From an optimization exercise on the open Yosys and OpenROAD flow, aimed at small area, a short achievable clock period and few clock cycles per item; shortcuts taken in it are not production practice. In this exercise RTL edits were held to simulation tests only and were not proved equivalent to the original. Power and IR drop assume default switching activity.

<file path="run.sh">
#!/bin/bash
# synth_recipe.tcl (not shown) runs the flow's synth.tcl, then flattens the netlist and writes it again
# the make line also repeats each setting of config.mk as NAME=value (left out here)
make -C /OpenROAD-flow-scripts/flow DESIGN_CONFIG=/design/flow/config.mk WORK_HOME=/design/flow/orfs CLKGATE_MAP_FILE= SYNTH_SCRIPT=/design/flow/synth_recipe.tcl finish
</file>
<file path="config.mk">
export PLATFORM = sky130hd
export DESIGN_NAME = ring_buffer_deque
export DESIGN_NICKNAME = ring_buffer_deque
export VERILOG_FILES = /design/flow/design.v
export SDC_FILE = /design/flow/constraint.sdc
export NUM_CORES = 4
export LEC_CHECK = 0
export CAP_MARGIN = 20
export CORE_MARGIN = 2
export CORE_UTILIZATION = 30
export SLEW_MARGIN = 20
</file>
<file path="constraint.sdc">
create_clock -name core_clock -period 7.0 [get_ports {clk}]
set_input_delay 1.4000 -clock core_clock [delete_from_list [all_inputs] [get_ports {clk}]]
set_output_delay 1.4000 -clock core_clock [all_outputs]
set_load 0.01 [all_outputs]
</file>
<file path="design.v">
package rbd_pkg;
	localparam int DEPTH      = 64;
	localparam int DATA_WIDTH = 32;
	localparam int SLOT_W = $clog2(DEPTH);
	localparam int CNT_W  = $clog2(DEPTH + 1);
	localparam int SUM_W  = CNT_W + 1;
	localparam int CMD_W   = 3;
	localparam int FIELD_W = 32;
	localparam int RIDX_W  = 6;
	localparam int TOTAL_W = 7;
	localparam int STAT_W  = 2;
	localparam logic [CMD_W-1:0] CMD_PUSH_BACK  = 3'd0;
	localparam logic [CMD_W-1:0] CMD_PUSH_FRONT = 3'd1;
	localparam logic [CMD_W-1:0] CMD_POP_BACK   = 3'd2;
	localparam logic [CMD_W-1:0] CMD_POP_FRONT  = 3'd3;
	localparam logic [CMD_W-1:0] CMD_READ       = 3'd4;
	localparam logic [CMD_W-1:0] CMD_CLEAR      = 3'd5;
	localparam logic [STAT_W-1:0] STAT_OK        = 2'd0;
	localparam logic [STAT_W-1:0] STAT_FULL      = 2'd1;
	localparam logic [STAT_W-1:0] STAT_EMPTY     = 2'd2;
	localparam logic [STAT_W-1:0] STAT_OUT_RANGE = 2'd3;
	typedef struct packed {
		logic [CMD_W-1:0]          cmd;
		logic signed [FIELD_W-1:0] data_in;
		logic [RIDX_W-1:0]         read_index;
	} rbd_req_t;
	typedef struct packed {
		logic signed [FIELD_W-1:0] read_value;
		logic signed [FIELD_W-1:0] front_value;
		logic signed [FIELD_W-1:0] back_value;
		logic [TOTAL_W-1:0]        entry_total;
		logic                      is_empty;
		logic [STAT_W-1:0]         status;
	} rbd_rsp_t;
	typedef struct packed {
		logic                  we;
		logic [SLOT_W-1:0]     waddr;
		logic [DATA_WIDTH-1:0] wdata;
		logic                  re;
		logic [SLOT_W-1:0]     raddr;
	} rbd_mem_t;
endpackage
import rbd_pkg::*;
module ring_buffer_deque (
	input  logic         clk,
	input  logic         arst_n,
	input  logic         req_valid,
	output logic         req_stall,
	input  logic [40:0]  req,
	output logic         rsp_valid,
	input  logic         rsp_stall,
	output logic [105:0] rsp
);
	rbd_pkg::rbd_mem_t mem;
	logic [DATA_WIDTH-1:0] rd_data;
	logic                  res_valid;
	logic                  res_ready;
	rbd_pkg::rbd_rsp_t res;
	logic                  rsp_valid_q;
	rbd_pkg::rbd_rsp_t rsp_q;
	rbd_ctrl u_ctrl (
		.clk       (clk),
		.arst_n    (arst_n),
		.req_valid (req_valid),
		.req_stall (req_stall),
		.req       (req),
		.mem       (mem),
		.rd_data   (rd_data),
		.res_valid (res_valid),
		.res_ready (res_ready),
		.res       (res)
	);
	rbd_store u_store (
		.clk     (clk),
		.mem     (mem),
		.rd_data (rd_data)
	);
	assign res_ready = !rsp_valid_q || !rsp_stall;
	always_ff @(posedge clk or negedge arst_n) begin
		if (!arst_n) begin
			rsp_valid_q <= 1'b0;
		end else if (res_ready) begin
			rsp_valid_q <= res_valid;
		end
	end
	always_ff @(posedge clk) begin
		if (res_ready && res_valid) begin
			rsp_q <= res;
		end
	end
	assign rsp_valid = rsp_valid_q;
	assign rsp       = rsp_q;
endmodule
import rbd_pkg::*;
module rbd_ctrl (
	input  logic                          clk,
	input  logic                          arst_n,
	input  logic                          req_valid,
	output logic                          req_stall,
	input  rbd_pkg::rbd_req_t             req,
	output rbd_pkg::rbd_mem_t             mem,
	input  logic [rbd_pkg::DATA_WIDTH-1:0] rd_data,
	output logic                          res_valid,
	input  logic                          res_ready,
	output rbd_pkg::rbd_rsp_t             res
);
	function automatic logic [SLOT_W-1:0] slot_of(input logic [SLOT_W-1:0] head,
	                                              input logic [CNT_W-1:0] pos);
		logic [SUM_W-1:0] sum;
		sum = SUM_W'(head) + SUM_W'(pos);
		if (sum >= SUM_W'(DEPTH)) begin
			sum = sum - SUM_W'(DEPTH);
		end
		slot_of = sum[SLOT_W-1:0];
	endfunction
	localparam logic [2:0] ST_IDLE     = 3'd0;
	localparam logic [2:0] ST_RD_IDX   = 3'd1;
	localparam logic [2:0] ST_RD_FRONT = 3'd2;
	localparam logic [2:0] ST_RD_BACK  = 3'd3;
	localparam logic [2:0] ST_RESULT   = 3'd4;
	logic [2:0]         state_q;
	logic [SLOT_W-1:0]  head_q;
	logic [CNT_W-1:0]   count_q;
	logic [RIDX_W-1:0]  ridx_q;
	logic [STAT_W-1:0]  status_q;
	logic [FIELD_W-1:0] read_q;
	logic [FIELD_W-1:0] front_q;
	logic               accept;
	logic               full;
	logic               empty;
	logic               idx_ok;
	logic [SLOT_W-1:0]  head_nxt;
	logic [CNT_W-1:0]   count_nxt;
	logic [STAT_W-1:0]  status_nxt;
	logic [SLOT_W-1:0]  head_dec;
	assign req_stall = (state_q != ST_IDLE);
	assign accept    = req_valid && !req_stall;
	assign full      = (count_q == CNT_W'(DEPTH));
	assign empty     = (count_q == '0);
	assign idx_ok    = (32'(req.read_index) < 32'(count_q));
	assign head_dec  = (head_q == '0) ? SLOT_W'(DEPTH - 1) : head_q - 1'b1;
	always_comb begin
		head_nxt   = head_q;
		count_nxt  = count_q;
		status_nxt = STAT_OK;
		mem        = '0;
		mem.wdata  = DATA_WIDTH'(unsigned'(req.data_in));
		case (req.cmd)
			CMD_PUSH_BACK: begin
				if (full) begin
					status_nxt = STAT_FULL;
				end else begin
					mem.we    = accept;
					mem.waddr = slot_of(head_q, count_q);
					count_nxt = count_q + 1'b1;
				end
			end
			CMD_PUSH_FRONT: begin
				if (full) begin
					status_nxt = STAT_FULL;
				end else begin
					mem.we    = accept;
					mem.waddr = head_dec;
					head_nxt  = head_dec;
					count_nxt = count_q + 1'b1;
				end
			end
			CMD_POP_BACK: begin
				if (empty) begin
					status_nxt = STAT_EMPTY;
				end else begin
					count_nxt = count_q - 1'b1;
				end
			end
			CMD_POP_FRONT: begin
				if (empty) begin
					status_nxt = STAT_EMPTY;
				end else begin
					count_nxt = count_q - 1'b1;
					head_nxt  = (32'(head_q) + 1 >= DEPTH) ? '0 : head_q + 1'b1;
				end
			end
			CMD_READ: begin
				if (!idx_ok) begin
					status_nxt = STAT_OUT_RANGE;
				end
			end
			CMD_CLEAR: begin
				head_nxt  = '0;
				count_nxt = '0;
			end
			default: begin
			end
		endcase
		case (state_q)
			ST_RD_IDX: begin
				mem.re    = 1'b1;
				mem.raddr = slot_of(head_q, CNT_W'(ridx_q));
			end
			ST_RD_FRONT: begin
				mem.re    = 1'b1;
				mem.raddr = head_q;
			end
			ST_RD_BACK: begin
				mem.re    = 1'b1;
				mem.raddr = slot_of(head_q, count_q - 1'b1);
			end
			default: begin
			end
		endcase
	end
	always_ff @(posedge clk or negedge arst_n) begin
		if (!arst_n) begin
			state_q <= ST_IDLE;
			head_q  <= '0;
			count_q <= '0;
		end else begin
			case (state_q)
				ST_IDLE: begin
					if (accept) begin
						head_q  <= head_nxt;
						count_q <= count_nxt;
						state_q <= ST_RD_IDX;
					end
				end
				ST_RD_IDX:   state_q <= ST_RD_FRONT;
				ST_RD_FRONT: state_q <= ST_RD_BACK;
				ST_RD_BACK:  state_q <= ST_RESULT;
				ST_RESULT: begin
					if (res_ready) begin
						state_q <= ST_IDLE;
					end
				end
				default: state_q <= ST_IDLE;
			endcase
		end
	end
	always_ff @(posedge clk) begin
		if (accept) begin
			ridx_q   <= req.read_index;
			status_q <= status_nxt;
		end
		if (state_q == ST_RD_FRONT) begin
			read_q <= (32'(ridx_q) < 32'(count_q)) ? FIELD_W'(rd_data) : '0;
		end
		if (state_q == ST_RD_BACK) begin
			front_q <= empty ? '0 : FIELD_W'(rd_data);
		end
	end
	assign res_valid       = (state_q == ST_RESULT);
	assign res.read_value  = read_q;
	assign res.front_value = front_q;
	assign res.back_value  = empty ? '0 : FIELD_W'(rd_data);
	assign res.entry_total = TOTAL_W'(count_q);
	assign res.is_empty    = empty;
	assign res.status      = status_q;
endmodule
import rbd_pkg::*;
module rbd_store (
	input  logic                           clk,
	input  rbd_pkg::rbd_mem_t              mem,
	output logic [rbd_pkg::DATA_WIDTH-1:0] rd_data
);
	logic [DATA_WIDTH-1:0] ram_q [DEPTH];
	always_ff @(posedge clk) begin
		if (mem.we) begin
			ram_q[mem.waddr] <= mem.wdata;
		end
	end
	always_ff @(posedge clk) begin
		if (mem.re) begin
			rd_data <= ram_q[mem.raddr];
		end
	end
endmodule
</file>
==> run summary <==
==> path summary, 6_finish.rpt <==
kind,from,end,slack [ps],depth (start not counted)
worst max-delay path,u_ctrl.state_q[0],u_store.rd_data[23],360,17
worst min register to register,u_ctrl.front_q[25],rsp_q[67],420,0
worst min-delay path,u_ctrl.front_q[25],rsp_q[67],420,0
worst max register to register,u_ctrl.state_q[0],u_store.rd_data[23],360,17
min in group asynchronous,arst_n,u_ctrl.state_q[0],1080,1
max in group asynchronous,arst_n,u_ctrl.head_q[3],5340,1
==> stage by stage <==
| stage | power [mW] | utilization [%] | cell area (um^2) | hold slack, ps |
|---|---|---|---|---|
| CTS | 51.8 | 34.7 | 103000 | 409 |
| global route | 54.1 | 34.7 | 103000 | 424 |
| floorplan | 30.9 | - | 89200 | 400 |
| detailed placement | 40.7 | 32.5 | 96200 | 405 |
| finish | 52.0 | 34.7 | 103000 | 416 |
| global placement | 40.5 | 32.5 | 96200 | 402 |
==> layer usage <==
layer,vias up,global-route usage (%),part of all wire (%)
li1,23800,-,-
met1,28400,24.7,42
met2,3179,26.2,45
met3,387,3.51,11
met4,8,4.61,2.6
met5,-,0,0.019
==> cell families after synthesis <==
kind of cell	after synthesis	synth area share, %
fa+ha+maj	28	0.410
buf+inv	453	2.54
xor+xnor	12	0.118
simple gates	1461	6.88
mux	111	1.25
flops	2275	76.5
compound gates	1730	12.3
==> cell usage in the layout, fill, tap and decap left out, drive strengths merged, types with 8 or more instances in the layout <==
master         synthesis  routed
xnor2                  9       9
nand3                 65      65
o22ai                 67      67
and2                  33      34
nor2                  96      96
mux2i                110     110
a211oi                31      31
nand2               1108    1108
a32oi                 63      63
a22oi                269     269
clkdlybuf4s50          0     120
clkinvlp               0       8
and3                  37      37
buf                  310     275
edfxtp              2258    2258
clkbuf               126     265
a22o                  75      75
inv                   17      24
o21ai                135     135
a221o                 31      31
a31oi                 41      41
a221oi               128     128
bufinv                 0      12
nor2b                 38      38
dfrtp                 17      17
nor3                  45      45
clkinv                 0      97
ha                    26      26
a311oi                33      33
a21oi                817     817
a21o                  14      14
==> sequential cells by signal (all words and copies together) (netlist names) <==
register	count
u_ctrl.status_q	2
u_ctrl.state_q	3
u_store.ram_q	2048
rsp_q	106
u_ctrl.count_q	7
rsp_valid_q	1
u_store.rd_data	32
u_ctrl.read_q	32
u_ctrl.ridx_q	6
u_ctrl.front_q	32
u_ctrl.head_q	6
==> what timing repair did <==
action,CTS,global route
endpoints found under the setup margin,0,2
hold buffers,0,0
gates resized for setup,0,1
==> power groups by stage <==
stage / logic, mW / clock network (mW) / registers, mW
after floorplan: 14.6 / 0 / 16.3
after global placement: 23.8 / 0 / 16.6
after detailed placement: 24.0 / 0 / 16.7
after CTS: 24.1 / 11.3 / 16.4
after global routing: 25.9 / 11.8 / 16.4
final: 24.5 / 11.2 / 16.4
==> area by class of cell <==
type	count	area (um^2)	area share (%)
Clock buffer	265	5590	5.43
Sequential cell	2275	68200	66.3
Clock inverter	124	1050	1.02
Multi-Input combinational cell	3343	19300	18.8
Tap cell	3939	4930	4.79
Timing Repair Buffer	395	3720	3.62
Inverter	17	63.8	0.0620
Antenna cell	4	10.0	0.00972
==> run summary <==
- Status: no timing/DRC/antenna violations
- Post-synth ARST share: 0.747%
- Leakage: between 30 and 40 nW
- Clock slew seen by the registers of the worst setup and hold paths: around 70 ps
- Top post-synthesis cells by area: edfxtp_1 (76%), nand2_1 (4.6%), a21oi_1 (4.6%)
- Post-synth top area cell: edfxtp_1
- Via count: 55,700
- Switch Pwr: between 20 and 25 mW
- # Post-CTS Setup Buffers: 0
- Placeable Area: roughly 300,000 um^2
- Ys Warns: 3
- Most common cell in the netlist: edfxtp_1
- Crit path max fanout: between 60 and 70
- Cell Int Power: between 20 and 30 mW
- Critical path's slowest cell: dfrtp_1
- Avg Inst Size Synth: 14.7 um^2
- Part of the power in the clock network: between 20% and 30%
- Residual DRC: 0
- Routed WL per cell: 25.9 um
- Drt first pass iters: 8
- Yosys cell types: 80
- Fraction of layout instances using a drive strength above 1: a little over a tenth
- Sequential share of the synthesized area: 76.5%
- Detail Placement HPWL: roughly 150,000 um
- CTS sink cnt: roughly 2,300
- CP Cell Sequence: nand3b_4 -> nand2_1 -> o21ai_0 -> ha_1 -> fa_1 -> nand3b_1 -> buf_4 -> and2_4 -> buf_12 -> buf_12 -> buf_12 -> nand2_1 -> a22oi_1 -> a22oi_1 -> a21oi_1 -> a21oi_1 -> o21ai_1
- Global-route wire length before repair: 380,000 um
- Final setup margin: about 360 ps
- Max Cap Viol: 0
- Crit path time final: around 6600 ps
- Combinational share of power: ~47%
- Placer Congestion: approximately 0.84
- Clk buf depth: 3
- CTS tree: yes
- Yosys reg bits: approximately 2,300
- Synth top area share: between 70% and 80%
- I/O pin count: around 150
- Setup-failing EPs final: 0
- Pwr dens: 505 nW/um^2
- Kind of start point of the critical path: flip-flop
- Slew Limit Headroom: between 10% and 20%
- Dpl cells: 9,967
- Antenna-violating nets left: 0
- CTS Buf Count: between 200 and 250
- Remaining Overflow, GRT: 0
- Die Width: between 500 and 600 um
- Syn Std Cell Area: slightly below 90,000 um^2
- Post-Place Setup Slack: between 150 and 200 ps
- Port Buffer Count: roughly 150
- FMAX: ~0.15 GHz
- CP arrival: between 7000 and 8000 ps
- Starting Density: 30.1%
- Buf+Inv Stages, Crit Path: 4
- Initial antenna violation count: 34
- Crit path required time: roughly 7600 ps
- Largest net degree at the start of global routing: around 140
- HP Class: reg2reg
- RSZ-0062 raised after global routing: false
- Crit path max-delay family: compound AO/OA/AOI/OAI gates
- Worst-Margin Slew: approximately 1200 ps
- Area grow syn2layout: 15.4%
- Drt via density: roughly 5.4
- Final hold violation count: 0
- H-tree depth: 4
- Sw Ratio: between 40% and 50%
- Die Area: 302,000 um^2
- CP peak stage delay: 830 ps
- Kind of critical path: reg2reg
- Sequential power share: roughly a third
- Site row count: 200
- Post-route insts no fill: between 10,000 and 15,000
- Initial DRC count: 8,447
- Vias in the first global route: around 52,000
- Max-slew violation count: 0
- Peak VDD IR: ~0.00048 V
- Crit path top cell by count: buf_12
- Die height: about 550 um
- Clk Latency, worst-skew pair: about 840 ps
- Top post-synthesis cells by count: edfxtp_1 (2,258), nand2_1 (1,105), a21oi_1 (816), a22oi_1 (269), buf_2 (230)
- Syn nets: slightly above 6,000
- Final #Nets: ~6,300
- Tcrit/Tclk final: between 90% and 100%
- Endpoint class of the critical path: flip-flop
- Ys flop type: edfxtp_1
- Total GRT Usage: between 15 and 20%
- Fillers: about 28,000
- Clock Skew: roughly 43 ps
- Root buf cell: clkbuf_16
- Number of flops mapped to enable cells by yosys: ~2,300
- Syn Inst Count: between 6,000 and 7,000
- TNS Setup: 0 ps
- Drt total wl: 268,000 um
Testbench counts, summed over its fixed seeds: cycles 60,008, items 12,000.

## re-timing with driven ports
No port has a modelled driver above. Below, the same layout with a new extraction and two added sets of constraints. Step 1 sets driving cells, clkbuf_16 on the clock port and buf_2 on the other inputs (assumed; they add their load-dependent delay and slew). Step 2 moves the port delays by t, midway between the first and last clock arrival at a register: inputs arrive t later, outputs are due t later. That takes back most of the time a late clock gives input paths. a / b / c = ideal / step 1 / step 2; a / b = the first two.
t (ns): 0.924
setup WS [ns]: 0.363 / 0.363 / 0.363
latest minus earliest clock arrival (ns): 0.056 / 0.055
pins driven straight from the clock port: 1
After both steps setup and hold are still met in this run. The setup slack of this run moves by 0.000 ns with the drivers and by 0.000 ns with both steps.
